Context: an optimization exercise on an open-source flow, tuned for a short achievable clock period and few clock cycles. The choices shown serve that exercise and are no tape-out recipe.
The RTL was checked by simulation tests, not by an equivalence proof against the original design.

==> inputs of job 5644 <==
Design cpu_pipelined_basic, start of the top module:
module cpu_pipelined_basic (
   input  logic        clk,
   input  logic        rst,
   output logic [7:0]  imem_addr,
   input  logic [31:0] imem_rdata,
   output logic [7:0]  dmem_addr,
   input  logic [31:0] dmem_rdata,
   output logic        store_valid,
   output logic [7:0]  store_addr,
   output logic [31:0] store_data
);
make LEC_CHECK=0 CAP_MARGIN=20 CORE_MARGIN=2 CORE_UTILIZATION=30 PLACE_DENSITY=0.45 SETUP_SLACK_MARGIN=2.2 SLEW_MARGIN=20 SYNTH_HIERARCHICAL=1 TNS_END_PERCENT=100 finish   # period 5.5 ns
run.sh (not shown) runs the stock make flow with config.mk's settings and CLKGATE_MAP_FILE= SYNTH_SCRIPT=/design/flow/synth_recipe.tcl, a recipe that flattens the netlist after the stock synthesis.
==> inputs of job 7497, as changes to job 5644 <==
--- a/flow/design.v
+++ b/flow/design.v
@@ -227,15 +227,14 @@
    output logic        store_valid,
    output logic [7:0]  store_addr,
    output logic [31:0] store_data
 );
    logic [7:0]  pc;
    logic [31:0] rf [32];
    logic [31:0] nz;           
-   logic        e_v0, e_v1;
    logic [4:0]  e_dst [2];
    logic        r_we  [2], e_we  [2];
    logic        r_li  [2], e_li  [2];
    logic        r_ld  [2], e_ld  [2];
    logic        r_st  [2], e_st  [2];
    logic        r_add [2], e_add [2];
    logic        r_sub [2], e_sub [2];
@@ -246,27 +245,25 @@
    logic [31:0] e_a   [2];
    logic [31:0] e_b   [2];
    logic [4:0]  e_sh  [2];    
    logic        w_we  [2];
    logic [4:0]  w_dst [2];
    logic [31:0] w_res [2];
    logic        w_nz  [2];
-   for (genvar k = 0; k < 2; k++) begin : g_valid
-      logic v;
-      assign v = (k == 0) ? e_v0 : e_v1;
-      assign e_we[k] = v && r_we[k];
-      assign e_li[k] = v && r_li[k];
-      assign e_ld[k] = v && r_ld[k];
-      assign e_st[k] = v && r_st[k];
-      assign e_add[k] = v && r_add[k];
-      assign e_sub[k] = v && r_sub[k];
-      assign e_and[k] = v && r_and[k];
-      assign e_or[k] = v && r_or[k];
-      assign e_xor[k] = v && r_xor[k];
-      assign e_shl[k] = v && r_shl[k];
+   for (genvar k = 0; k < 2; k++) begin : g_ctl
+      assign e_we[k] = r_we[k];
+      assign e_li[k] = r_li[k];
+      assign e_ld[k] = r_ld[k];
+      assign e_st[k] = r_st[k];
+      assign e_add[k] = r_add[k];
+      assign e_sub[k] = r_sub[k];
+      assign e_and[k] = r_and[k];
+      assign e_or[k] = r_or[k];
+      assign e_xor[k] = r_xor[k];
+      assign e_shl[k] = r_shl[k];
    end
    logic [31:0] e_sum [2];
    logic [31:0] e_dif [2];
    logic [31:0] e_lgc [2];    
    logic [31:0] e_shf [2];
    logic [31:0] e_res [2];
    logic        e_nz  [2];    
@@ -465,18 +462,19 @@
          o_sa[0] <= f_st[0] ? rd_val[1][7:0] : 8'd0;
          o_sd[0] <= f_st[0] ? rd_val[0] : 32'd0;
          o_la[1] <= (f_ld[1] && !f_ld[0]) ? rd_val[2][7:0] : 8'd0;
          o_sa[1] <= (f_st[1] && !f_st[0]) ? rd_val[3][7:0] : 8'd0;
          o_sd[1] <= (f_st[1] && !f_st[0]) ? rd_val[2] : 32'd0;
       end
    end
+   logic iss [2];
+   assign iss[0] = !s0_wait;
+   assign iss[1] = pair;
    always_ff @(posedge clk or negedge rst) begin
       if (!rst) begin
-         e_v0 <= 1'b0;
-         e_v1 <= 1'b0;
          for (int k = 0; k < 2; k++) begin
             r_we[k]  <= 1'b0;
             e_dst[k] <= 5'd0;
             r_li[k]  <= 1'b0;
             r_ld[k]  <= 1'b0;
             r_st[k]  <= 1'b0;
             r_add[k] <= 1'b0;
@@ -486,28 +484,26 @@
             r_xor[k] <= 1'b0;
             r_shl[k] <= 1'b0;
             e_a[k]   <= 32'd0;
             e_b[k]   <= 32'd0;
             e_sh[k]  <= 5'd0;
          end
       end else begin
-         e_v0 <= !s0_wait;
-         e_v1 <= pair;
          for (int k = 0; k < 2; k++) begin
-            r_we[k]  <= f_we[k];
+            r_we[k]  <= iss[k] && f_we[k];
             e_dst[k] <= f_dst[k];
-            r_li[k]  <= f_li[k];
-            r_ld[k]  <= f_ld[k];
-            r_st[k]  <= f_st[k];
-            r_add[k] <= f_alu[k] && (f_fn[k] == 5'd0);
-            r_sub[k] <= f_alu[k] && (f_fn[k] == 5'd1);
-            r_and[k] <= f_alu[k] && (f_fn[k] == 5'd2);
-            r_or[k]  <= f_alu[k] && (f_fn[k] == 5'd3);
-            r_xor[k] <= f_alu[k] && (f_fn[k] == 5'd4);
-            r_shl[k] <= f_alu[k] && (f_fn[k] == 5'd5);
+            r_li[k]  <= iss[k] && f_li[k];
+            r_ld[k]  <= iss[k] && f_ld[k];
+            r_st[k]  <= iss[k] && f_st[k];
+            r_add[k] <= iss[k] && f_alu[k] && (f_fn[k] == 5'd0);
+            r_sub[k] <= iss[k] && f_alu[k] && (f_fn[k] == 5'd1);
+            r_and[k] <= iss[k] && f_alu[k] && (f_fn[k] == 5'd2);
+            r_or[k]  <= iss[k] && f_alu[k] && (f_fn[k] == 5'd3);
+            r_xor[k] <= iss[k] && f_alu[k] && (f_fn[k] == 5'd4);
+            r_shl[k] <= iss[k] && f_alu[k] && (f_fn[k] == 5'd5);
             e_a[k]   <= rd_val[2*k];
             e_b[k]   <= rd_val[2*k+1];
             e_sh[k]  <= (f_alu[k] && (f_fn[k] == 5'd5)) ? rd_val[2*k+1][4:0] : 5'd0;
          end
       end
    end
    always_ff @(posedge clk or negedge rst) begin
- CELL_PAD_IN_SITES_DETAIL_PLACEMENT: unset -> 1
- CELL_PAD_IN_SITES_GLOBAL_PLACEMENT: unset -> 1
- CORE_UTILIZATION: 30 -> 28
- PLACE_DENSITY: 0.45 -> 0.38
- SETUP_SLACK_MARGIN: 2.2 -> 1.9
==> impl_metrics.ini <==
[outcome]
run_status = complete, no violations

[logic_synthesis]
yosysWarningCount = 120

[routing]
wirelength_per_cell_um = 40.5

[critical_path]
cp_cell_sequence = ha_1, and3_1, nand3_1, xnor2_1, mux4_2, mux2i_1, a22o_1, nor4_1, a211oi_1, o31ai_1, a222oi_1, nand2_1
timing.critical_path.arrival_ns = 5.13
timing.critical_path.buf_inv = 0
cpPeakStageDelay_ns = 0.96
crit_path_slowest_cell = sky130_fd_sc_hd__nor4_1

[final_layout]
nClkBuffers = 254
design.final.nets = 14700
sequential_fraction_of_total_cell_area = 0.228
antennaDiodeCount = 33
multi_input_gates = 11100
layout.area.seq_mm2 = 0.0357

[power_and_ir_drop]
power.clock.fraction = 0.342
pg_seq_w = 0.0129
powerDensity_mw_per_mm2 = 252
netSwitchingFraction = 0.393

[cts]
post_cts_buffers = 157

[die]
core-area_mm2 = 0.445
die_height_um = 672

[sta]
clock-skew-final_ns = 0.0838
(the above is from job 5644)
==> impl_metrics.ini <==
[critical_path]
timing.critical_path.buf_inv = 3
cp_cell_sequence = inv_1, ha_1, xnor2_1, nor4_2, nand4_1, o21ai_0, nand4_1, nor3_2, nand3_2, buf_8, a221oi_4, o21ai_4, and2_4, a222oi_1, buf_4, nand2_2
cpPeakStageDelay_ns = 0.48

[routing]
route.vias.total = 132000
wirelength_per_cell_um = 46.1

[die]
die_height_um = 696
core-area_mm2 = 0.478

[final_layout]
design.final.nets = 14700
sequential_fraction_of_total_cell_area = 0.227
antennaDiodeCount = 37
nClkBuffers = 295
layout.area.seq_mm2 = 0.0356

[power_and_ir_drop]
powerDensity_mw_per_mm2 = 261
pg_seq_w = 0.0130
netSwitchingFraction = 0.403

[outcome]
run_status = complete, no violations

[cts]
clock_tree.root_cell = sky130_fd_sc_hd__clkbuf_16
post_cts_buffers = 72

[sta]
clock-skew-final_ns = 0.0768

[logic_synthesis]
yosysWarningCount = 122

[global_routing]
grt_use_total = 0.386
(the above is from job 7497)
Testbench counts of job 5644, summed over its fixed seeds: cycles 24,172.
Testbench counts of job 7497, summed over its fixed seeds: cycles 24,172.

## separate check: timing with driven ports
The flow's constraints put no driver on any port. The routed layouts listed below were extracted and timed again, unchanged, in two steps. Step 1 (the two cells are an assumption about what drives the block):
set clk [get_ports {clk}]
set_driving_cell -lib_cell sky130_fd_sc_hd__clkbuf_16 $clk
set_driving_cell -lib_cell sky130_fd_sc_hd__buf_2 [delete_from_list [all_inputs] $clk]
Step 2 also shifts input and output timing later by t, the mid clock arrival at the registers, as if the neighbouring blocks saw the same clock. Three values: no drivers, after step 1, after step 2; two values: the first two.
run | t (ns) | setup WS [ns] | latest minus earliest clock arrival (ns) | slew at the worst register clock pin (ns)
job 5644 | 1.044 | 1.236 / 1.236 / 0.566 | 0.121 / 0.121 | 0.08 / 0.08
job 7497 | 1.106 | 1.219 / 1.219 / 0.257 | 0.088 / 0.088 | 0.08 / 0.08
After both steps setup and hold are still met in every run listed. For job 7497, which loses most, drivers alone change the setup slack by 0.000 ns; drivers and shift together by -0.962 ns.
